Context: an optimization exercise on an open-source flow, tuned for small area, a short achievable clock period and few clock cycles. The choices shown serve that exercise and are no tape-out recipe.
No functional check of the RTL was part of any run shown here.
Power is estimated from default activity; no workload was simulated.

File: design.v
`timescale 1ns / 1ps
package scph_pkg;
	localparam int COORD_BITS       = 16;
	localparam int IDX_BITS         = 4;
	localparam int CFG_BITS         = 5;
	localparam int MAX_VERTICES_DEF = 16;
	localparam int unsigned MIN_POLY_VERTICES = 3;
	localparam int OPW   = COORD_BITS + 2;
	localparam int PRODW = 2 * OPW;
	localparam int CRW   = PRODW + 1;
	localparam logic OP_WRITE = 1'b0;
	localparam logic OP_QUERY = 1'b1;
	typedef struct packed {
		logic                         op;
		logic [IDX_BITS-1:0]          vertex_index;
		logic signed [COORD_BITS-1:0] coord_x;
		logic signed [COORD_BITS-1:0] coord_y;
		logic signed [COORD_BITS-1:0] dir_x;
		logic signed [COORD_BITS-1:0] dir_y;
	} req_t;
	typedef struct packed {
		logic hit;
		logic endpoint_inside;
	} rsp_t;
	typedef struct packed {
		logic signed [COORD_BITS-1:0] x;
		logic signed [COORD_BITS-1:0] y;
	} vtx_t;
	typedef enum logic [2:0] {
		ST_IDLE,
		ST_LOAD0,
		ST_LOAD1,
		ST_EDGE,
		ST_DRAIN,
		ST_FIN
	} state_t;
	typedef enum logic [2:0] {
		XOP_IN_O,
		XOP_IN_E,
		XOP_DEN,
		XOP_N1,
		XOP_N2
	} xop_t;
endpackage
`timescale 1ns / 1ps
module segment_convex_polygon_hit #(
	parameter int MAX_VERTICES = scph_pkg::MAX_VERTICES_DEF
) (
	input  logic                          clk,
	input  logic                          arst_n,
	input  logic                          req_valid,
	output logic                          req_stall,
	input  scph_pkg::req_t                req,
	output logic                          rsp_valid,
	input  logic                          rsp_stall,
	output scph_pkg::rsp_t                rsp,
	input  logic                          cfg_valid,
	output logic                          cfg_ready,
	input  logic [scph_pkg::CFG_BITS-1:0] cfg_data
);
	localparam int CB    = scph_pkg::COORD_BITS;
	localparam int WB    = CB + 1;           
	localparam int SB    = 2 * WB + 1;       
	localparam int UB    = CB + WB;          
	localparam int EB    = SB + 1;           
	localparam int DEPTH = 10;               
	function automatic logic [17:0] brow(input logic [16:0] x, input logic one, input logic two,
	                                     input logic neg);
		logic [17:0] m;
		case ({one, two})
			2'b10:   m = {x[16], x};
			2'b01:   m = {x, 1'b0};
			default: m = 18'd0;
		endcase
		if (neg) begin
			m = ~m;
		end
		brow = {~m[17], m[16:0]};
	endfunction
	function automatic logic [26:0] benc17(input logic [16:0] y);
		logic [18:0] w;
		w = {y[16], y, 1'b0};
		for (int k = 0; k < 9; k++) begin
			benc17[3*k]   = w[2*k+1] ^ w[2*k];
			benc17[3*k+1] = (w[2*k+2] & !w[2*k+1] & !w[2*k]) | (!w[2*k+2] & w[2*k+1] & w[2*k]);
			benc17[3*k+2] = w[2*k+2];
		end
	endfunction
	function automatic logic [23:0] benc16(input logic [15:0] y);
		logic [16:0] w;
		w = {y, 1'b0};
		for (int k = 0; k < 8; k++) begin
			benc16[3*k]   = w[2*k+1] ^ w[2*k];
			benc16[3*k+1] = (w[2*k+2] & !w[2*k+1] & !w[2*k]) | (!w[2*k+2] & w[2*k+1] & w[2*k]);
			benc16[3*k+2] = w[2*k+2];
		end
	endfunction
	function automatic logic cs_zero35(input logic [SB-2:0] x, input logic [SB-2:0] y);
		cs_zero35 = (x ^ y) == ((x | y) << 1);
	endfunction
	function automatic logic cs_zero33(input logic [UB-1:0] x, input logic [UB-1:0] y);
		cs_zero33 = (x ^ y) == ((x | y) << 1);
	endfunction
	logic [scph_pkg::CFG_BITS-1:0] vcount_q;
	logic                          stall_q;
	logic                          acc;
	logic [4:0]                    n_used;
	assign cfg_ready = 1'b1;
	assign req_stall = stall_q;
	assign acc       = req_valid && !stall_q;
	assign n_used    = (vcount_q > 5'd16) ? 5'd16 : vcount_q;
	logic [2*CB-1:0] mem [16];
	logic            wr_v;
	logic [3:0]      wr_idx;
	logic [2*CB-1:0] wr_data;
	always_ff @(posedge clk) begin
		wr_idx  <= req.vertex_index;
		wr_data <= {req.coord_x, req.coord_y};
		if (wr_v) begin
			mem[wr_idx] <= wr_data;
		end
	end
	logic          f_v, f_q, f_first, f_last, f_n3;
	logic [3:0]    f_k, f_kl;
	logic [15:0]   f_oh;           
	logic signed [CB-1:0] ox_q, oy_q, dx_q, dy_q;
	logic          nf_v, nf_q, nf_first, nf_last;
	logic          q_new;
	assign q_new = req.op == scph_pkg::OP_QUERY && n_used >= 5'd2;
	always_comb begin
		nf_v     = 1'b0;
		nf_q     = 1'b0;
		nf_first = 1'b0;
		nf_last  = 1'b0;
		if (f_v && f_q && !f_last) begin
			nf_v     = 1'b1;
			nf_q     = 1'b1;
			nf_last  = (f_k + 4'd1) == f_kl;
		end else if (acc) begin
			nf_v     = 1'b1;
			nf_q     = q_new;
			nf_first = 1'b1;
			nf_last  = !q_new;
		end
	end
	always_ff @(posedge clk) begin
		if (acc && req.op == scph_pkg::OP_QUERY) begin
			ox_q <= req.coord_x;
			oy_q <= req.coord_y;
			dx_q <= req.dir_x;
			dy_q <= req.dir_y;
		end
	end
	logic [2*CB-1:0]       f_vtx;
	always_comb begin
		f_vtx = '0;
		for (int i = 0; i < 16; i++) begin
			f_vtx = f_vtx | ({(2*CB){f_oh[i]}} & mem[i]);
		end
	end
	logic                  g_v, g_q, g_first, g_last, g_n3;
	logic [2*CB-1:0]       g_vtx;
	logic signed [CB-1:0]  g_ox, g_oy, g_vx, g_vy;
	logic signed [WB-1:0]  f_x, f_y;
	logic [26:0]           f_yd;
	always_ff @(posedge clk) begin
		g_vtx <= f_vtx;
		if (f_v && f_q && f_first) begin
			g_ox <= ox_q;
			g_oy <= oy_q;
		end
	end
	assign g_vx = g_vtx[2*CB-1:CB];
	assign g_vy = g_vtx[CB-1:0];
	assign f_x  = WB'(g_vx) - WB'(g_ox);
	assign f_y  = WB'(g_vy) - WB'(g_oy);
	assign f_yd = benc17(f_y);
	logic                 m_v, m_q, m_first, m_last, m_n3, m_wrap;
	logic                 r_v, r_q, r_n3;         
	logic signed [WB-1:0] m_x, m_y, a_x, b_x, h_x;
	logic [26:0]          m_yd, a_yd, b_yd, h_yd;    
	logic [23:0]          mdxd, mdyd;                
	always_ff @(posedge clk) begin
		m_x  <= f_x;
		m_y  <= f_y;
		m_yd <= f_yd;
		a_x  <= m_x;
		a_yd <= m_yd;
		if (m_q && m_last) begin
			b_x  <= h_x;
			b_yd <= h_yd;
		end else begin
			b_x  <= f_x;
			b_yd <= f_yd;
		end
		if (g_v && g_q && g_first) begin
			h_x  <= f_x;
			h_yd <= f_yd;
			mdxd <= benc16(dx_q);
			mdyd <= benc16(dy_q);
		end
	end
	logic [17:0] sd_p0, sd_p1, sd_p2, sd_p3, sd_p4, sd_p5, sd_p6, sd_p7, sd_p8;
	assign sd_p0 = brow(a_x, b_yd[0], b_yd[1], b_yd[2]);
	assign sd_p1 = brow(a_x, b_yd[3], b_yd[4], b_yd[5]);
	assign sd_p2 = brow(a_x, b_yd[6], b_yd[7], b_yd[8]);
	assign sd_p3 = brow(a_x, b_yd[9], b_yd[10], b_yd[11]);
	assign sd_p4 = brow(a_x, b_yd[12], b_yd[13], b_yd[14]);
	assign sd_p5 = brow(a_x, b_yd[15], b_yd[16], b_yd[17]);
	assign sd_p6 = brow(a_x, b_yd[18], b_yd[19], b_yd[20]);
	assign sd_p7 = brow(a_x, b_yd[21], b_yd[22], b_yd[23]);
	assign sd_p8 = brow(a_x, b_yd[24], b_yd[25], b_yd[26]);
	logic [17:0] sd_n0, sd_n1, sd_n2, sd_n3, sd_n4, sd_n5, sd_n6, sd_n7, sd_n8;
	assign sd_n0 = brow(b_x, a_yd[0], a_yd[1], !a_yd[2]);
	assign sd_n1 = brow(b_x, a_yd[3], a_yd[4], !a_yd[5]);
	assign sd_n2 = brow(b_x, a_yd[6], a_yd[7], !a_yd[8]);
	assign sd_n3 = brow(b_x, a_yd[9], a_yd[10], !a_yd[11]);
	assign sd_n4 = brow(b_x, a_yd[12], a_yd[13], !a_yd[14]);
	assign sd_n5 = brow(b_x, a_yd[15], a_yd[16], !a_yd[17]);
	assign sd_n6 = brow(b_x, a_yd[18], a_yd[19], !a_yd[20]);
	assign sd_n7 = brow(b_x, a_yd[21], a_yd[22], !a_yd[23]);
	assign sd_n8 = brow(b_x, a_yd[24], a_yd[25], !a_yd[26]);
	logic [34:0] sd_t_l1_0, sd_t_l1_1, sd_t_l1_2, sd_t_l1_3, sd_t_l1_4, sd_t_l1_5, sd_t_l1_6, sd_t_l1_7, sd_t_l1_8, sd_t_l1_9, sd_t_l1_10, sd_t_l1_11, sd_t_l2_0, sd_t_l2_1, sd_t_l2_2, sd_t_l2_3, sd_t_l2_4, sd_t_l2_5, sd_t_l2_6, sd_t_l2_7, sd_t_l3_0, sd_t_l3_1, sd_t_l3_2, sd_t_l3_3, sd_t_l3_4, sd_t_l3_5;
	assign sd_t_l1_0 = (35'(sd_p0) << 0) ^ ((35'(sd_p1) << 2) | (35'(b_yd[2]) << 0)) ^ ((35'(sd_p2) << 4) | (35'(b_yd[5]) << 2));
	assign sd_t_l1_1 = (((35'(sd_p0) << 0) & ((35'(sd_p1) << 2) | (35'(b_yd[2]) << 0))) | ((35'(sd_p0) << 0) & ((35'(sd_p2) << 4) | (35'(b_yd[5]) << 2))) | (((35'(sd_p1) << 2) | (35'(b_yd[2]) << 0)) & ((35'(sd_p2) << 4) | (35'(b_yd[5]) << 2)))) << 1;
	assign sd_t_l1_2 = ((35'(sd_p3) << 6) | (35'(b_yd[8]) << 4)) ^ ((35'(sd_p4) << 8) | (35'(b_yd[11]) << 6)) ^ ((35'(sd_p5) << 10) | (35'(b_yd[14]) << 8));
	assign sd_t_l1_3 = ((((35'(sd_p3) << 6) | (35'(b_yd[8]) << 4)) & ((35'(sd_p4) << 8) | (35'(b_yd[11]) << 6))) | (((35'(sd_p3) << 6) | (35'(b_yd[8]) << 4)) & ((35'(sd_p5) << 10) | (35'(b_yd[14]) << 8))) | (((35'(sd_p4) << 8) | (35'(b_yd[11]) << 6)) & ((35'(sd_p5) << 10) | (35'(b_yd[14]) << 8)))) << 1;
	assign sd_t_l1_4 = ((35'(sd_p6) << 12) | (35'(b_yd[17]) << 10)) ^ ((35'(sd_p7) << 14) | (35'(b_yd[20]) << 12)) ^ ((35'(sd_p8) << 16) | (35'(b_yd[23]) << 14));
	assign sd_t_l1_5 = ((((35'(sd_p6) << 12) | (35'(b_yd[17]) << 10)) & ((35'(sd_p7) << 14) | (35'(b_yd[20]) << 12))) | (((35'(sd_p6) << 12) | (35'(b_yd[17]) << 10)) & ((35'(sd_p8) << 16) | (35'(b_yd[23]) << 14))) | (((35'(sd_p7) << 14) | (35'(b_yd[20]) << 12)) & ((35'(sd_p8) << 16) | (35'(b_yd[23]) << 14)))) << 1;
	assign sd_t_l1_6 = (35'(sd_n0) << 0) ^ ((35'(sd_n1) << 2) | (35'(!a_yd[2]) << 0)) ^ ((35'(sd_n2) << 4) | (35'(!a_yd[5]) << 2));
	assign sd_t_l1_7 = (((35'(sd_n0) << 0) & ((35'(sd_n1) << 2) | (35'(!a_yd[2]) << 0))) | ((35'(sd_n0) << 0) & ((35'(sd_n2) << 4) | (35'(!a_yd[5]) << 2))) | (((35'(sd_n1) << 2) | (35'(!a_yd[2]) << 0)) & ((35'(sd_n2) << 4) | (35'(!a_yd[5]) << 2)))) << 1;
	assign sd_t_l1_8 = ((35'(sd_n3) << 6) | (35'(!a_yd[8]) << 4)) ^ ((35'(sd_n4) << 8) | (35'(!a_yd[11]) << 6)) ^ ((35'(sd_n5) << 10) | (35'(!a_yd[14]) << 8));
	assign sd_t_l1_9 = ((((35'(sd_n3) << 6) | (35'(!a_yd[8]) << 4)) & ((35'(sd_n4) << 8) | (35'(!a_yd[11]) << 6))) | (((35'(sd_n3) << 6) | (35'(!a_yd[8]) << 4)) & ((35'(sd_n5) << 10) | (35'(!a_yd[14]) << 8))) | (((35'(sd_n4) << 8) | (35'(!a_yd[11]) << 6)) & ((35'(sd_n5) << 10) | (35'(!a_yd[14]) << 8)))) << 1;
	assign sd_t_l1_10 = ((35'(sd_n6) << 12) | (35'(!a_yd[17]) << 10)) ^ ((35'(sd_n7) << 14) | (35'(!a_yd[20]) << 12)) ^ ((35'(sd_n8) << 16) | (35'(!a_yd[23]) << 14));
	assign sd_t_l1_11 = ((((35'(sd_n6) << 12) | (35'(!a_yd[17]) << 10)) & ((35'(sd_n7) << 14) | (35'(!a_yd[20]) << 12))) | (((35'(sd_n6) << 12) | (35'(!a_yd[17]) << 10)) & ((35'(sd_n8) << 16) | (35'(!a_yd[23]) << 14))) | (((35'(sd_n7) << 14) | (35'(!a_yd[20]) << 12)) & ((35'(sd_n8) << 16) | (35'(!a_yd[23]) << 14)))) << 1;
	assign sd_t_l2_0 = sd_t_l1_0 ^ sd_t_l1_1 ^ sd_t_l1_2;
	assign sd_t_l2_1 = ((sd_t_l1_0 & sd_t_l1_1) | (sd_t_l1_0 & sd_t_l1_2) | (sd_t_l1_1 & sd_t_l1_2)) << 1;
	assign sd_t_l2_2 = sd_t_l1_3 ^ sd_t_l1_4 ^ sd_t_l1_5;
	assign sd_t_l2_3 = ((sd_t_l1_3 & sd_t_l1_4) | (sd_t_l1_3 & sd_t_l1_5) | (sd_t_l1_4 & sd_t_l1_5)) << 1;
	assign sd_t_l2_4 = sd_t_l1_6 ^ sd_t_l1_7 ^ sd_t_l1_8;
	assign sd_t_l2_5 = ((sd_t_l1_6 & sd_t_l1_7) | (sd_t_l1_6 & sd_t_l1_8) | (sd_t_l1_7 & sd_t_l1_8)) << 1;
	assign sd_t_l2_6 = sd_t_l1_9 ^ sd_t_l1_10 ^ sd_t_l1_11;
	assign sd_t_l2_7 = ((sd_t_l1_9 & sd_t_l1_10) | (sd_t_l1_9 & sd_t_l1_11) | (sd_t_l1_10 & sd_t_l1_11)) << 1;
	assign sd_t_l3_0 = sd_t_l2_0 ^ sd_t_l2_1 ^ sd_t_l2_2;
	assign sd_t_l3_1 = ((sd_t_l2_0 & sd_t_l2_1) | (sd_t_l2_0 & sd_t_l2_2) | (sd_t_l2_1 & sd_t_l2_2)) << 1;
	assign sd_t_l3_2 = sd_t_l2_3 ^ sd_t_l2_4 ^ sd_t_l2_5;
	assign sd_t_l3_3 = ((sd_t_l2_3 & sd_t_l2_4) | (sd_t_l2_3 & sd_t_l2_5) | (sd_t_l2_4 & sd_t_l2_5)) << 1;
	assign sd_t_l3_4 = sd_t_l2_6 ^ sd_t_l2_7 ^ (35'h2aaac0000 | (35'(b_yd[26] ^ !a_yd[26]) << 16) | (35'(b_yd[26] & !a_yd[26]) << 17));
	assign sd_t_l3_5 = ((sd_t_l2_6 & sd_t_l2_7) | (sd_t_l2_6 & (35'h2aaac0000 | (35'(b_yd[26] ^ !a_yd[26]) << 16) | (35'(b_yd[26] & !a_yd[26]) << 17))) | (sd_t_l2_7 & (35'h2aaac0000 | (35'(b_yd[26] ^ !a_yd[26]) << 16) | (35'(b_yd[26] & !a_yd[26]) << 17)))) << 1;
	logic [34:0] m_s0, m_s1, m_s2, m_s3, m_s4, m_s5;
	assign m_s0 = sd_t_l3_0;
	assign m_s1 = sd_t_l3_1;
	assign m_s2 = sd_t_l3_2;
	assign m_s3 = sd_t_l3_3;
	assign m_s4 = sd_t_l3_4;
	assign m_s5 = sd_t_l3_5;
	logic [17:0] ud_p0, ud_p1, ud_p2, ud_p3, ud_p4, ud_p5, ud_p6, ud_p7;
	assign ud_p0 = brow(m_y, mdxd[0], mdxd[1], mdxd[2]);
	assign ud_p1 = brow(m_y, mdxd[3], mdxd[4], mdxd[5]);
	assign ud_p2 = brow(m_y, mdxd[6], mdxd[7], mdxd[8]);
	assign ud_p3 = brow(m_y, mdxd[9], mdxd[10], mdxd[11]);
	assign ud_p4 = brow(m_y, mdxd[12], mdxd[13], mdxd[14]);
	assign ud_p5 = brow(m_y, mdxd[15], mdxd[16], mdxd[17]);
	assign ud_p6 = brow(m_y, mdxd[18], mdxd[19], mdxd[20]);
	assign ud_p7 = brow(m_y, mdxd[21], mdxd[22], mdxd[23]);
	logic [17:0] ud_n0, ud_n1, ud_n2, ud_n3, ud_n4, ud_n5, ud_n6, ud_n7;
	assign ud_n0 = brow(m_x, mdyd[0], mdyd[1], !mdyd[2]);
	assign ud_n1 = brow(m_x, mdyd[3], mdyd[4], !mdyd[5]);
	assign ud_n2 = brow(m_x, mdyd[6], mdyd[7], !mdyd[8]);
	assign ud_n3 = brow(m_x, mdyd[9], mdyd[10], !mdyd[11]);
	assign ud_n4 = brow(m_x, mdyd[12], mdyd[13], !mdyd[14]);
	assign ud_n5 = brow(m_x, mdyd[15], mdyd[16], !mdyd[17]);
	assign ud_n6 = brow(m_x, mdyd[18], mdyd[19], !mdyd[20]);
	assign ud_n7 = brow(m_x, mdyd[21], mdyd[22], !mdyd[23]);
	logic [32:0] ud_t_l1_0, ud_t_l1_1, ud_t_l1_2, ud_t_l1_3, ud_t_l1_4, ud_t_l1_5, ud_t_l1_6, ud_t_l1_7, ud_t_l1_8, ud_t_l1_9, ud_t_l2_0, ud_t_l2_1, ud_t_l2_2, ud_t_l2_3, ud_t_l2_4, ud_t_l2_5, ud_t_l2_6, ud_t_l2_7, ud_t_l3_0, ud_t_l3_1, ud_t_l3_2, ud_t_l3_3;
	assign ud_t_l1_0 = (33'(ud_p0) << 0) ^ ((33'(ud_p1) << 2) | (33'(mdxd[2]) << 0)) ^ ((33'(ud_p2) << 4) | (33'(mdxd[5]) << 2));
	assign ud_t_l1_1 = (((33'(ud_p0) << 0) & ((33'(ud_p1) << 2) | (33'(mdxd[2]) << 0))) | ((33'(ud_p0) << 0) & ((33'(ud_p2) << 4) | (33'(mdxd[5]) << 2))) | (((33'(ud_p1) << 2) | (33'(mdxd[2]) << 0)) & ((33'(ud_p2) << 4) | (33'(mdxd[5]) << 2)))) << 1;
	assign ud_t_l1_2 = ((33'(ud_p3) << 6) | (33'(mdxd[8]) << 4)) ^ ((33'(ud_p4) << 8) | (33'(mdxd[11]) << 6)) ^ ((33'(ud_p5) << 10) | (33'(mdxd[14]) << 8));
	assign ud_t_l1_3 = ((((33'(ud_p3) << 6) | (33'(mdxd[8]) << 4)) & ((33'(ud_p4) << 8) | (33'(mdxd[11]) << 6))) | (((33'(ud_p3) << 6) | (33'(mdxd[8]) << 4)) & ((33'(ud_p5) << 10) | (33'(mdxd[14]) << 8))) | (((33'(ud_p4) << 8) | (33'(mdxd[11]) << 6)) & ((33'(ud_p5) << 10) | (33'(mdxd[14]) << 8)))) << 1;
	assign ud_t_l1_4 = ((33'(ud_p6) << 12) | (33'(mdxd[17]) << 10)) ^ ((33'(ud_p7) << 14) | (33'(mdxd[20]) << 12)) ^ (33'(ud_n0) << 0);
	assign ud_t_l1_5 = ((((33'(ud_p6) << 12) | (33'(mdxd[17]) << 10)) & ((33'(ud_p7) << 14) | (33'(mdxd[20]) << 12))) | (((33'(ud_p6) << 12) | (33'(mdxd[17]) << 10)) & (33'(ud_n0) << 0)) | (((33'(ud_p7) << 14) | (33'(mdxd[20]) << 12)) & (33'(ud_n0) << 0))) << 1;
	assign ud_t_l1_6 = ((33'(ud_n1) << 2) | (33'(!mdyd[2]) << 0)) ^ ((33'(ud_n2) << 4) | (33'(!mdyd[5]) << 2)) ^ ((33'(ud_n3) << 6) | (33'(!mdyd[8]) << 4));
	assign ud_t_l1_7 = ((((33'(ud_n1) << 2) | (33'(!mdyd[2]) << 0)) & ((33'(ud_n2) << 4) | (33'(!mdyd[5]) << 2))) | (((33'(ud_n1) << 2) | (33'(!mdyd[2]) << 0)) & ((33'(ud_n3) << 6) | (33'(!mdyd[8]) << 4))) | (((33'(ud_n2) << 4) | (33'(!mdyd[5]) << 2)) & ((33'(ud_n3) << 6) | (33'(!mdyd[8]) << 4)))) << 1;
	assign ud_t_l1_8 = ((33'(ud_n4) << 8) | (33'(!mdyd[11]) << 6)) ^ ((33'(ud_n5) << 10) | (33'(!mdyd[14]) << 8)) ^ ((33'(ud_n6) << 12) | (33'(!mdyd[17]) << 10));
	assign ud_t_l1_9 = ((((33'(ud_n4) << 8) | (33'(!mdyd[11]) << 6)) & ((33'(ud_n5) << 10) | (33'(!mdyd[14]) << 8))) | (((33'(ud_n4) << 8) | (33'(!mdyd[11]) << 6)) & ((33'(ud_n6) << 12) | (33'(!mdyd[17]) << 10))) | (((33'(ud_n5) << 10) | (33'(!mdyd[14]) << 8)) & ((33'(ud_n6) << 12) | (33'(!mdyd[17]) << 10)))) << 1;
	assign ud_t_l2_0 = ud_t_l1_0 ^ ud_t_l1_1 ^ ud_t_l1_2;
	assign ud_t_l2_1 = ((ud_t_l1_0 & ud_t_l1_1) | (ud_t_l1_0 & ud_t_l1_2) | (ud_t_l1_1 & ud_t_l1_2)) << 1;
	assign ud_t_l2_2 = ud_t_l1_3 ^ ud_t_l1_4 ^ ud_t_l1_5;
	assign ud_t_l2_3 = ((ud_t_l1_3 & ud_t_l1_4) | (ud_t_l1_3 & ud_t_l1_5) | (ud_t_l1_4 & ud_t_l1_5)) << 1;
	assign ud_t_l2_4 = ud_t_l1_6 ^ ud_t_l1_7 ^ ud_t_l1_8;
	assign ud_t_l2_5 = ((ud_t_l1_6 & ud_t_l1_7) | (ud_t_l1_6 & ud_t_l1_8) | (ud_t_l1_7 & ud_t_l1_8)) << 1;
	assign ud_t_l2_6 = ud_t_l1_9 ^ ((33'(ud_n7) << 14) | (33'(!mdyd[20]) << 12)) ^ (33'haaac0000 | (33'(mdxd[23] ^ !mdyd[23]) << 14) | (33'(mdxd[23] & !mdyd[23]) << 15));
	assign ud_t_l2_7 = ((ud_t_l1_9 & ((33'(ud_n7) << 14) | (33'(!mdyd[20]) << 12))) | (ud_t_l1_9 & (33'haaac0000 | (33'(mdxd[23] ^ !mdyd[23]) << 14) | (33'(mdxd[23] & !mdyd[23]) << 15))) | (((33'(ud_n7) << 14) | (33'(!mdyd[20]) << 12)) & (33'haaac0000 | (33'(mdxd[23] ^ !mdyd[23]) << 14) | (33'(mdxd[23] & !mdyd[23]) << 15)))) << 1;
	assign ud_t_l3_0 = ud_t_l2_0 ^ ud_t_l2_1 ^ ud_t_l2_2;
	assign ud_t_l3_1 = ((ud_t_l2_0 & ud_t_l2_1) | (ud_t_l2_0 & ud_t_l2_2) | (ud_t_l2_1 & ud_t_l2_2)) << 1;
	assign ud_t_l3_2 = ud_t_l2_3 ^ ud_t_l2_4 ^ ud_t_l2_5;
	assign ud_t_l3_3 = ((ud_t_l2_3 & ud_t_l2_4) | (ud_t_l2_3 & ud_t_l2_5) | (ud_t_l2_4 & ud_t_l2_5)) << 1;
	logic [32:0] m_u0, m_u1, m_u2, m_u3, m_u4, m_u5;
	assign m_u0 = ud_t_l3_0;
	assign m_u1 = ud_t_l3_1;
	assign m_u2 = ud_t_l3_2;
	assign m_u3 = ud_t_l3_3;
	assign m_u4 = ud_t_l2_6;
	assign m_u5 = ud_t_l2_7;
	logic                 p_q, p_first, p_edge, p_wrap, p_rv, p_rq, p_n3;
	logic                 c1_q, c1_first, c1_edge, c1_wrap, c1_rv, c1_rq, c1_n3;
	logic [34:0] p_s0, p_s1, p_s2, p_s3, p_s4, p_s5, c1_s0, c1_s1, c1_sx, c1_sc;
	logic signed [34:0] c1_s;
	logic [34:0] p_st_l1_0, p_st_l1_1, p_st_l1_2, p_st_l1_3, p_st_l2_0, p_st_l2_1, p_st_l3_0, p_st_l3_1;
	assign p_st_l1_0 = p_s0 ^ p_s1 ^ p_s2;
	assign p_st_l1_1 = ((p_s0 & p_s1) | (p_s0 & p_s2) | (p_s1 & p_s2)) << 1;
	assign p_st_l1_2 = p_s3 ^ p_s4 ^ p_s5;
	assign p_st_l1_3 = ((p_s3 & p_s4) | (p_s3 & p_s5) | (p_s4 & p_s5)) << 1;
	assign p_st_l2_0 = p_st_l1_0 ^ p_st_l1_1 ^ p_st_l1_2;
	assign p_st_l2_1 = ((p_st_l1_0 & p_st_l1_1) | (p_st_l1_0 & p_st_l1_2) | (p_st_l1_1 & p_st_l1_2)) << 1;
	assign p_st_l3_0 = p_st_l2_0 ^ p_st_l2_1 ^ p_st_l1_3;
	assign p_st_l3_1 = ((p_st_l2_0 & p_st_l2_1) | (p_st_l2_0 & p_st_l1_3) | (p_st_l2_1 & p_st_l1_3)) << 1;
	always_ff @(posedge clk) begin
		p_s0 <= m_s0;
		p_s1 <= m_s1;
		p_s2 <= m_s2;
		p_s3 <= m_s3;
		p_s4 <= m_s4;
		p_s5 <= m_s5;
		c1_s0 <= p_st_l3_0;
		c1_s1 <= p_st_l3_1;
	end
	assign c1_sx = c1_s0;
	assign c1_sc = c1_s1;
	assign c1_s = c1_sx + c1_sc;
	logic [32:0] p_u0, p_u1, p_u2, p_u3, p_u4, p_u5, c1_u0, c1_u1, c1_ux, c1_uc;
	logic signed [32:0] c1_u;
	logic [32:0] p_ut_l1_0, p_ut_l1_1, p_ut_l1_2, p_ut_l1_3, p_ut_l2_0, p_ut_l2_1, p_ut_l3_0, p_ut_l3_1;
	assign p_ut_l1_0 = p_u0 ^ p_u1 ^ p_u2;
	assign p_ut_l1_1 = ((p_u0 & p_u1) | (p_u0 & p_u2) | (p_u1 & p_u2)) << 1;
	assign p_ut_l1_2 = p_u3 ^ p_u4 ^ p_u5;
	assign p_ut_l1_3 = ((p_u3 & p_u4) | (p_u3 & p_u5) | (p_u4 & p_u5)) << 1;
	assign p_ut_l2_0 = p_ut_l1_0 ^ p_ut_l1_1 ^ p_ut_l1_2;
	assign p_ut_l2_1 = ((p_ut_l1_0 & p_ut_l1_1) | (p_ut_l1_0 & p_ut_l1_2) | (p_ut_l1_1 & p_ut_l1_2)) << 1;
	assign p_ut_l3_0 = p_ut_l2_0 ^ p_ut_l2_1 ^ p_ut_l1_3;
	assign p_ut_l3_1 = ((p_ut_l2_0 & p_ut_l2_1) | (p_ut_l2_0 & p_ut_l1_3) | (p_ut_l2_1 & p_ut_l1_3)) << 1;
	always_ff @(posedge clk) begin
		p_u0 <= m_u0;
		p_u1 <= m_u1;
		p_u2 <= m_u2;
		p_u3 <= m_u3;
		p_u4 <= m_u4;
		p_u5 <= m_u5;
		c1_u0 <= p_ut_l3_0;
		c1_u1 <= p_ut_l3_1;
	end
	assign c1_ux = c1_u0;
	assign c1_uc = c1_u1;
	assign c1_u = c1_ux + c1_uc;
	logic                 c2_q, c2_first, c2_edge, c2_wrap, c2_rv, c2_rq, c2_n3;
	logic signed [SB-2:0] c2_s;
	logic signed [UB-1:0] c2_u, c2_up, c2_uh;
	logic                 c2_sneg, c2_szero, c2_uneg, c2_uzero;
	logic                 c2_upneg, c2_upzero, c2_uhneg, c2_uhzero;
	logic                 out_o_q, out_e_q, hit_q;
	always_ff @(posedge clk) begin
		c2_s      <= c1_s;
		c2_u      <= c1_u;
		c2_sneg   <= c1_s[SB-2];
		c2_szero  <= cs_zero35(c1_sx, c1_sc);
		c2_uneg   <= c1_u[UB-1];
		c2_uzero  <= cs_zero33(c1_ux, c1_uc);
		c2_up     <= c2_u;
		c2_upneg  <= c2_uneg;
		c2_upzero <= c2_uzero;
		if (c2_q && c2_first) begin
			c2_uh     <= c2_u;
			c2_uhneg  <= c2_uneg;
			c2_uhzero <= c2_uzero;
		end
	end
	function automatic logic [2:0] edge_test(input logic signed [SB-2:0] s, input logic sneg,
	                                         input logic szero,
	                                         input logic signed [UB-1:0] ua, input logic uaneg,
	                                         input logic uazero,
	                                         input logic signed [UB-1:0] ub, input logic ubneg,
	                                         input logic ubzero);
		logic signed [EB-1:0] se, uae, ube;
		logic [EB-1:0] ex, ec, ev;
		logic spos, eneg, epos, crs, ezero;
		se    = s;
		uae   = ua;
		ube   = ub;
		ex    = se ^ uae ^ ~ube;
		ec    = ((se & uae) | (se & ~ube) | (uae & ~ube)) << 1;
		ev    = ex + ec + 1'b1;
		ezero = &(ex ^ ec);
		spos = !sneg && !szero;
		eneg = ev[EB-1];
		epos = !ev[EB-1] && !ezero;
		crs  = !(uazero && ubzero) &&
		       (((uaneg || uazero) && !ubneg && !sneg && !epos) ||
		        (!uaneg && (ubneg || ubzero) && !spos && !eneg));
		edge_test = {sneg, eneg, crs};
	endfunction
	logic [2:0] t_e, t_old;
	always_comb begin
		if (c2_wrap) begin
			t_e = edge_test(c2_s, c2_sneg, c2_szero, c2_up, c2_upneg, c2_upzero,
			                c2_uh, c2_uhneg, c2_uhzero);
		end else begin
			t_e = edge_test(c2_s, c2_sneg, c2_szero, c2_up, c2_upneg, c2_upzero,
			                c2_u, c2_uneg, c2_uzero);
		end
	end
	logic       c3_q, c3_first, c3_edge, c3_rv, c3_rq, c3_n3;
	logic [2:0] c3_t;
	always_ff @(posedge clk) begin
		c3_t <= t_e;
	end
	assign t_old = {out_o_q, out_e_q, hit_q} | c3_t;
	logic [1:0]       fifo_d [DEPTH];
	logic [DEPTH-1:0] fifo_v;
	logic [DEPTH-1:0] infl_q;      
	logic             push, pop;
	logic [1:0]       push_d;
	logic             res_ins, res_hit;
	assign res_ins = c3_n3 && (!t_old[2] || !t_old[1]);
	assign res_hit = res_ins || t_old[0];
	assign push    = c3_rv;
	assign push_d  = c3_rq ? {res_hit, res_ins} : 2'b00;
	assign pop     = fifo_v[0] && !rsp_stall;
	logic [DEPTH-1:0] infl_next;
	logic             full_next;
	always_comb begin
		if (acc && !pop) begin
			infl_next = {infl_q[DEPTH-2:0], 1'b1};
		end else if (pop && !acc) begin
			infl_next = infl_q >> 1;
		end else begin
			infl_next = infl_q;
		end
		full_next = infl_next[DEPTH-1];
	end
	assign rsp_valid = fifo_v[0];
	assign rsp       = fifo_d[0];
	always_ff @(posedge clk) begin
		for (int i = 0; i < DEPTH; i++) begin
			if (pop) begin
				if (push && fifo_v[i] && (i == DEPTH - 1 || !fifo_v[(i + 1) % DEPTH])) begin
					fifo_d[i] <= push_d;
				end else if (i < DEPTH - 1) begin
					fifo_d[i] <= fifo_d[(i + 1) % DEPTH];
				end
			end else if (push && !fifo_v[i] && (i == 0 || fifo_v[(i + DEPTH - 1) % DEPTH])) begin
				fifo_d[i] <= push_d;
			end
		end
	end
	always_ff @(posedge clk or negedge arst_n) begin
		if (!arst_n) begin
			vcount_q   <= '0;
			stall_q    <= 1'b0;
			wr_v       <= 1'b0;
			f_v        <= 1'b0;
			f_q        <= 1'b0;
			f_first    <= 1'b0;
			f_last     <= 1'b0;
			f_n3       <= 1'b0;
			f_k        <= '0;
			f_oh       <= 16'd1;
			f_kl       <= '0;
			g_v        <= 1'b0;
			g_q        <= 1'b0;
			g_first    <= 1'b0;
			g_last     <= 1'b0;
			g_n3       <= 1'b0;
			p_q        <= 1'b0;
			p_first    <= 1'b0;
			p_edge     <= 1'b0;
			p_wrap     <= 1'b0;
			p_rv       <= 1'b0;
			p_rq       <= 1'b0;
			p_n3       <= 1'b0;
			m_v        <= 1'b0;
			m_q        <= 1'b0;
			m_first    <= 1'b0;
			m_last     <= 1'b0;
			m_n3       <= 1'b0;
			m_wrap     <= 1'b0;
			r_v        <= 1'b0;
			r_q        <= 1'b0;
			r_n3       <= 1'b0;
			c1_q       <= 1'b0;
			c1_first   <= 1'b0;
			c1_edge    <= 1'b0;
			c1_wrap    <= 1'b0;
			c1_rv      <= 1'b0;
			c1_rq      <= 1'b0;
			c1_n3      <= 1'b0;
			c2_q       <= 1'b0;
			c2_first   <= 1'b0;
			c2_edge    <= 1'b0;
			c2_wrap    <= 1'b0;
			c2_rv      <= 1'b0;
			c2_rq      <= 1'b0;
			c2_n3      <= 1'b0;
			c3_q       <= 1'b0;
			c3_first   <= 1'b0;
			c3_edge    <= 1'b0;
			c3_rv      <= 1'b0;
			c3_rq      <= 1'b0;
			c3_n3      <= 1'b0;
			out_o_q    <= 1'b0;
			out_e_q    <= 1'b0;
			hit_q      <= 1'b0;
			fifo_v     <= '0;
			infl_q     <= '0;
		end else begin
			if (cfg_valid) begin
				vcount_q <= cfg_data;
			end
			wr_v <= acc && req.op == scph_pkg::OP_WRITE;
			f_v     <= nf_v;
			f_q     <= nf_q;
			f_first <= nf_first;
			f_last  <= nf_last;
			if (f_v && f_q && !f_last) begin
				f_k  <= f_k + 4'd1;
				f_oh <= {f_oh[14:0], 1'b0};
			end else begin
				f_k  <= '0;
				f_oh <= 16'd1;
				f_kl <= 4'(n_used - 5'd1);
				f_n3 <= n_used >= 5'd3;
			end
			g_v     <= f_v;
			g_q     <= f_q;
			g_first <= f_first;
			g_last  <= f_last;
			g_n3    <= f_n3;
			m_v     <= g_v && g_last;
			m_q     <= g_v && g_q;
			m_first <= g_first;
			m_last  <= g_last;
			m_n3    <= g_n3;
			m_wrap  <= m_q && m_last;
			r_v     <= m_v;
			r_q     <= m_q && m_last;
			r_n3    <= m_n3;
			p_q      <= m_q;
			p_first  <= m_first;
			p_edge   <= (m_q && !m_first) || m_wrap;
			p_wrap   <= m_wrap;
			p_rv     <= r_v;
			p_rq     <= r_q;
			p_n3     <= r_n3;
			c1_q     <= p_q;
			c1_first <= p_first;
			c1_edge  <= p_edge;
			c1_wrap  <= p_wrap;
			c1_rv    <= p_rv;
			c1_rq    <= p_rq;
			c1_n3    <= p_n3;
			c2_q     <= c1_q;
			c2_first <= c1_first;
			c2_edge  <= c1_edge;
			c2_wrap  <= c1_wrap;
			c2_rv    <= c1_rv;
			c2_rq    <= c1_rq;
			c2_n3    <= c1_n3;
			c3_q     <= c2_q;
			c3_first <= c2_first;
			c3_edge  <= c2_edge;
			c3_rv    <= c2_rv;
			c3_rq    <= c2_rq;
			c3_n3    <= c2_n3;
			if (c3_q && c3_first) begin
				{out_o_q, out_e_q, hit_q} <= 3'b000;
			end else if (c3_edge) begin
				{out_o_q, out_e_q, hit_q} <= {out_o_q, out_e_q, hit_q} | c3_t;
			end
			if (pop) begin
				fifo_v <= push ? fifo_v : (fifo_v >> 1);
			end else if (push) begin
				fifo_v <= {fifo_v[DEPTH-2:0], 1'b1};
			end
			infl_q     <= infl_next;
			stall_q    <= (nf_v && nf_q && !nf_last) || full_next;
		end
	end
endmodule
File: run.sh
#!/bin/bash
# synth_recipe.tcl (not shown) runs the flow's synth.tcl, then flattens the netlist and writes it again
# the make line also repeats each setting of config.mk as NAME=value (left out here)
make -C /OpenROAD-flow-scripts/flow DESIGN_CONFIG=/design/flow/config.mk WORK_HOME=/design/flow/orfs CLKGATE_MAP_FILE= SYNTH_SCRIPT=/design/flow/synth_recipe.tcl finish
File: config.mk
export PLATFORM = sky130hd
export DESIGN_NAME = segment_convex_polygon_hit
export DESIGN_NICKNAME = segment_convex_polygon_hit
export VERILOG_FILES = /design/flow/design.v
export SDC_FILE = /design/flow/constraint.sdc
export NUM_CORES = 4
export LEC_CHECK = 0
export CAP_MARGIN = 20
export CORE_MARGIN = 2
export CORE_UTILIZATION = 55
export PLACE_DENSITY = 0.65
export SETUP_SLACK_MARGIN = 4.2
export SLEW_MARGIN = 20
export TNS_END_PERCENT = 5
File: constraint.sdc
create_clock -name core_clock -period 7.5 [get_ports {clk}]
set_input_delay 1.5000 -clock core_clock [delete_from_list [all_inputs] [get_ports {clk}]]
set_output_delay 1.5000 -clock core_clock [all_outputs]
set_load 0.01 [all_outputs]
==> results of run 1 <==
==> path summary, 6_finish.rpt <==
path                            startpoint  endpoint  depth (start not counted)
worst min-delay path               m_yd[4]   a_yd[4]                          0
worst min register to register     m_yd[4]   a_yd[4]                          0
max in group asynchronous           arst_n     c2_n3                          2
worst max-delay path               b_yd[9]  p_s0[19]                          9
min in group asynchronous           arst_n      wr_v                          1
worst max register to register     b_yd[9]  p_s0[19]                          9
==> cell type report <==
type,instances,share of cell area
Inverter,852,0.0348
Sequential cell,1608,0.436
Clock inverter,87,0.0119
Antenna cell,1,0.0000271
Tap cell,2030,0.0275
Timing Repair Buffer,147,0.0144
Clock buffer,229,0.0509
Multi-Input combinational cell,4189,0.424
==> cells by family after synthesis <==
kind of cell / Yosys count / synth area share
other: 1 / 0.0000446
AND/OR/NAND/NOR: 1143 / 0.0602
AO/OA/AOI/OAI: 1123 / 0.101
buffers and inverters: 1351 / 0.0604
flip-flops: 1608 / 0.478
adder cells (fa/ha/maj): 1082 / 0.212
XOR/XNOR: 782 / 0.0814
multiplexers: 58 / 0.00742
==> registers in the layout, summed over array words and instances, names as in the netlist, 26 cells and up <==
signal	count
c1_u0	33
mem	512
p_u0	32
p_s4	26
c1_s1	31
wr_data	32
c1_s0	34
p_s2	34
c2_s	34
b_yd	26
h_yd	26
p_u1	28
p_u2	31
c2_u	33
p_s0	34
c2_uh	32
c2_up	33
c1_u1	30
a_yd	26
g_vtx	32
==> power by group <==
group	leakage [µW]	switching [µW]	internal (µW)	total, µW
combinational	0.0206	13400	9600	23000
clock	0.00278	3680	4830	8500
sequential	0.0144	1940	11600	13600
total	0.0378	19000	26100	45100
==> repair_timing <==
item                                    CTS  global route
endpoints found under the setup margin   58           143
resized for setup                         2            64
gates cloned                              0             0
setup buffers                             0             9
hold buffers                              0             0
==> Yosys cell counts (5+ instances only) <==
cell type,count,area share
a22oi_1,520,0.046
nor3b_1,18,0.0016
dfrtp_1,95,0.028
a31oi_1,6,0.00045
nand3_1,36,0.0021
edfxtp_1,753,0.27
nand3b_1,34,0.0030
o31ai_1,7,0.00062
a221oi_1,129,0.013
fa_1,572,0.14
o21ai_0,66,0.0039
nor3_1,26,0.0015
and3_1,16,0.0012
nor2_1,646,0.029
nor2b_1,23,0.0017
inv_2,6,0.00027
nor4_1,23,0.0017
o22ai_1,8,0.00060
dfxtp_1,759,0.18
clkinv_1,5,0.00022
and2_1,23,0.0017
xor2_1,291,0.030
a211oi_1,9,0.00080
a21o_1,55,0.0049
mux2_2,35,0.0047
inv_1,841,0.038
mux2i_1,23,0.0027
nand2_1,192,0.0086
buf_1,52,0.0023
o21a_1,23,0.0021
nand2b_1,34,0.0025
o211ai_1,19,0.0017
xnor2_1,491,0.051
a21oi_1,92,0.0055
nand4_1,53,0.0039
or3_1,8,0.00060
ha_1,510,0.076
clkbuf_1,444,0.020
o21bai_1,15,0.0013
a22o_1,128,0.013
==> per-layer routing <==
metal / vias to the layer above / global-route usage
li1: 23657 / -
met1: 26413 / 0.400
met3: 414 / 0.0520
met5: - / 0
met2: 2281 / 0.433
met4: 4 / 0.0999
==> per-stage QoR <==
step	hold WS, ps	cells
global placement	312	8816
CTS	284	9132
floorplan	310	7148
detailed placement	312	8816
finish	291	9143
global route	290	9142
==> impl_metrics.tcl, run 1 <==
set metrics [dict create \
    status "complete, no violations" \
    dpl_worst_slack_ps 3070 \
    seq_area_um2 40200 \
    place.gp.congestion 0.917 \
    critPathKind "reg2reg" \
    drt_iter0_markers 5292 \
    slowest_stage "ha_1" \
    postLayoutCellArea_um2 92300 \
    power_density_nw_per_um2 489 \
    rows 143 \
    setup_viol 0 \
    slew_headroom 0.239 \
    grt_usage 0.281 \
    syn_nets 8309 \
    critPathRequiredTime_ps 8180 \
    holdCritPathClass "reg2reg" \
    highest_layer "met5" \
    grt_pass1_vias 52933 \
    ys_types 75 \
    cts.sink_count 1608 \
    grt_max_degree 62 \
    via_per_inst 5.77 \
    ir_drop_uv 319 \
    yosysWarnings 2 \
    root_buffer "clkbuf_16" \
    synth_cells 7148 \
    fillCellCount 12047 \
    antenna_found_initial 4 \
    dr.pass1.iters 6 \
    reg2reg_slack_ps 4160 \
    cp-start-kind "flip-flop" \
    critPathCaptureType "flip-flop" \
    routed-wl-met2_mm 98.0 \
    mostFrequentLayoutCell "inv_1" \
    start_util 0.554 \
    cts_max_level 4 \
    io_pins 84 \
    hold_viol 0 \
    die-area_um2 156000 \
    nets 8128 \
    cts-buffers-inserted 169 \
    place_area_um2 86100 \
    timing.critical_path.mode_cell "fa_1" \
    rsz0062_at_grt "yes" \
    power.total_uw 45100 \
    cp_num_buf_inv 2 \
    wl_met3_mm 17.8 \
    multi_input_area_um2 39200 \
    grt_pass1_wl_mm 331 \
    fin_crit_ps 3340 \
    met1_length_mm 93.6 \
    area_growth_pct 9.68 \
    synth_seq_cells 1608 \
    final_util 0.607 \
    ys.flop_type "dfxtp_1" \
    syn_area_um2 84100 \
    worstPathArrival_ps 4020 \
    dp_hpwl_mm 148 \
    layout_setup_ws_ps 4160 \
    cts_buffer_depth 3 \
    ys_seq_area_frac 0.478 \
    clock.fmax_ghz 0.299 \
    cts_tree "done" \
    gr-total-overflow 0 \
    cts.clk_slew.worst_paths_ps 60 \
    drcViolationCount 0 \
    fin_crit_sh 0.446 \
    max_slew.worst_pin.slew_ps 1140 \
    die_w_um 395 \
    skew_ps 75.2 \
    vias 52769 \
    clk_latency_ps 850 \
    cp_cell_sequence "inv_1, ha_1, a22oi_1, nor2_1, xnor2_1, fa_1, fa_1, inv_1, fa_1" \
    totalWireLength_mm 218 \
    async_flop_share 0.0597 \
    avgSynthCellArea_um2 11.8 \
    layout_common_cells "841 x inv_1, 753 x edfxtp_1, 745 x dfxtp_1" \
    core_area_um2 152000 \
    die_y_um 395 \
    path_delay_family "adder cells" \
    wl_per_cell_um 23.8 \
    maxSlewViolCount 0 \
    port_buffers 82 \
    crit_fanout 17 \
    drive_above_1_share 0.0688 \
    final.setup.tns_ps 0 \
    p_leak_uw 0.0378 \
    max_stage_delay_ps 750 \
    synth-edff-count 753 \
    antenna_left 0 \
    maxCapViolCount 0 \
]
==> inputs of run 2 (changes only) <==
--- a/config.mk
+++ b/config.mk
@@ -8,6 +8,8 @@
 export CAP_MARGIN = 20
 export CORE_MARGIN = 2
 export CORE_UTILIZATION = 55
+export CTS_CLUSTER_DIAMETER = 100
+export CTS_CLUSTER_SIZE = 30
 export PLACE_DENSITY = 0.65
 export SETUP_SLACK_MARGIN = 4.2
 export SLEW_MARGIN = 20
==> run 2 against run 1 <==
  * Still clean on timing, DRC and antenna
  * Count of clock-buffer cells in the layout is 128 lower
  * Die area stayed put
  * Cell count decreased by 2.1%
  * Critical path depth unchanged
  * Worst hold slack better by 40 ps
  * Clock skew rose by 5.4 ps
  * Cell area is 3.8% lower
  * Total power is 8.5% lower
  * Fmax shrank 0.42%
  * Synthesized cell count is the same
  * Combinational power hardly changed
  * Register-to-register slack about the same
  * Critical path type unchanged
  * Largest power group unchanged
==> impl_metrics.tcl, run 2 <==
set metrics [dict create \
    seq_area_um2 40200 \
    syn_area_um2 84100 \
    core_area_um2 152000 \
    top_register "mem" \
    grt_pass1_wl_mm 327 \
    mostFrequentLayoutCell "inv_1" \
    grt_pass1_vias 51746 \
    root_buffer "clkbuf_16" \
    die_w_um 395 \
    syn_nets 8309 \
    nets 8025 \
    cts.sink_count 1608 \
    synth_cells 7148 \
    synthTopCellsByCount "841 x inv_1, 759 x dfxtp_1, 753 x edfxtp_1" \
    gr-total-overflow 0 \
    cts_max_level 3 \
    drt_iter0_markers 5213 \
    hp-start "m_yd[12]" \
    clk_latency_ps 750 \
    area_growth_pct 5.47 \
    synth_area_leaders "edfxtp_1 27%, dfxtp_1 18%, fa_1 14%" \
    hold_end "a_yd[12]" \
    reg2reg_slack_ps 4140 \
    grt.busiest_layer "met2" \
    hold_buffers 0 \
    drcViolationCount 0 \
    largest_reg_flops 512 \
    crit_start "b_yd[16]" \
    grt_use_met2 0.432 \
    synth-edff-count 753 \
    slew_headroom 0.256 \
    cts_tree "done" \
    avgSynthCellArea_um2 11.8 \
    synth_top_area_share 0.269 \
    ys_seq_area_frac 0.478 \
    port_buffers 82 \
    rsz0062_at_grt "yes" \
    fin_crit_ps 3360 \
    r2r-end "p_s0[20]" \
    skew_ps 80.7 \
    hold_depth 0 \
    via_per_inst 5.80 \
    max_slew.worst_pin.slew_ps 1120 \
    layout_common_cells "841 x inv_1, 753 x edfxtp_1, 742 x dfxtp_1" \
    status "complete, no violations" \
    yosysWarnings 2 \
    r2r-start "b_yd[16]" \
    setup_viol 0 \
    io_pins 84 \
    fillCellCount 12419 \
    synth_seq_cells 1608 \
    dp_hpwl_mm 148 \
    die-area_um2 156000 \
    ys.flop_type "dfxtp_1" \
    antenna_found_initial 3 \
    wl_per_cell_um 24.0 \
    cts_buffer_depth 3 \
    synth_most_common_cell "inv_1" \
    rows 143 \
    hold_viol 0 \
    start_util 0.554 \
    power_density_nw_per_um2 465 \
    ys_types 75 \
    place.gp.congestion 0.917 \
    met3_usage 0.0444 \
    maxSlewViolCount 0 \
    grt_max_degree 62 \
    final_cells 8947 \
    dp.cells 8816 \
    multi_input_area_um2 39200 \
    reg2reg_depth 9 \
    cp-start-kind "flip-flop" \
    antenna_left 0 \
    use_met1 0.397 \
    p_leak_uw 0.0360 \
    synth_largest_area_cell "edfxtp_1" \
    fin_crit_sh 0.448 \
    dr.pass1.iters 6 \
    totalWireLength_mm 215 \
    drive_above_1_share 0.0454 \
    crit_fanout 18 \
    async_flop_share 0.0597 \
    critPathKind "reg2reg" \
    critPathCaptureType "flip-flop" \
    die_y_um 395 \
    vias 51885 \
    cts.clk_slew.worst_paths_ps 120 \
    grt_usage 0.276 \
    critPathRequiredTime_ps 8070 \
    final.setup.tns_ps 0 \
    maxCapViolCount 0 \
    cts-buffers-inserted 69 \
    holdCritPathClass "reg2reg" \
    worstPathArrival_ps 3930 \
    clock.fmax_ghz 0.298 \
    ir_drop_uv 313 \
]
==> run 2: cell counts after synthesis <==
Identical to the previous run, type by type.
==> run 2: worst max-delay path, cell delays in order, from the launching register on <==
cell and delay, ps:
dfxtp_1 340, inv_1 50, ha_1 730, a22oi_1 150
nor2_1 170, xnor2_1 100, fa_1 530, fa_1 570
inv_1 60, fa_1 480
==> run 2: kinds of logic after synthesis <==
| logic type | after synthesis | synth area share |
|---|---|---|
| other | 1 | 0.0000446 |
| XOR/XNOR | 782 | 0.0814 |
| buffers and inverters | 1351 | 0.0604 |
| adder cells (fa/ha/maj) | 1082 | 0.212 |
| flip-flops | 1608 | 0.478 |
| AO/OA/AOI/OAI | 1123 | 0.101 |
| AND/OR/NAND/NOR | 1143 | 0.0602 |
| multiplexers | 58 | 0.00742 |
==> run 2: worst max path at each step <==
| stage | end | slack (ps) | cells after the start |
|---|---|---|---|
| 2_1_floorplan | mem[0][0] | 3980 | 2 |
| 3_3_place_gp | infl_q[1] | 3030 | 5 |
| 3_5_place_dp | infl_q[1] | 3070 | 5 |
| 4_1_cts | c3_t[0] | 3870 | 12 |
| 5_1_grt | p_s4[16] | 4030 | 6 |
| 6_report | p_s0[20] | 4140 | 9 |
==> run 2: layout make-up <==
type / count / area share
Clock buffer: 101 / 0.0208
Inverter: 852 / 0.0361
Sequential cell: 1608 / 0.454
Timing Repair Buffer: 144 / 0.0149
Clock inverter: 22 / 0.00454
Antenna cell: 1 / 0.0000282
Tap cell: 2030 / 0.0286
Multi-Input combinational cell: 4189 / 0.441
==> run 2: per-layer routing <==
metal	routed length, µm	up-vias	share of wire
met2	97500	2118	0.45
met4	7290	2	0.034
met5	13	-	0.000061
met1	92500	26117	0.43
met3	17300	312	0.081
li1	-	23336	-
==> run 2: metrics by stage <==
step	setup WS, ps	utilization	instance area (µm²)	power [µW]	hold slack (ps)
global placement	3030	0.567	86100	36000	312
CTS	3870	0.582	88400	41400	327
detailed placement	3070	0.567	86100	36600	312
global route	4030	0.584	88700	45000	340
floorplan	3980	-	84100	28100	310
finish	4140	0.584	88700	41300	331
==> run 2: what timing repair did <==
item | CTS | global route
cloned | 0 | 0
pin swaps | 0 | 2
setup buffers | 0 | 5
endpoints found under the setup margin | 80 | 145
gates resized for setup | 1 | 79
==> run 2: power breakdown <==
group	internal (µW)	switching, µW	leakage [µW]
sequential	11600	1940	0.0144
combinational	9590	13400	0.0205
clock	1850	2910	0.00106
total	23000	18200	0.0360

-- re-timing with driven ports --
In the flow no input, the clock included, has a driving cell. The finished layouts below were timed again as built, in two steps.
Step 1 sets driving cells, clkbuf_16 on the clock port and buf_2 on the other inputs (assumed; they add their load-dependent delay and slew).
Step 2 moves the port delays by t, midway between the first and last clock arrival at a register: inputs arrive t later, outputs are due t later. That takes back most of the time a late clock gives input paths.
Slacks: ideal ports / drivers / drivers and shift; pairs: ideal ports / drivers.
run | t (ns) | slack for setup (ns) | pins driven straight from the clock port
run 1 | 0.904 | 4.156 / 4.106 / 3.453 | 1
run 2 | 0.808 | 4.142 / 4.142 / 3.572 | 1
After both steps setup and hold are still met in every run listed. The setup slack of run 1, which loses most, moves by -0.050 ns with the drivers and by -0.703 ns with both steps.
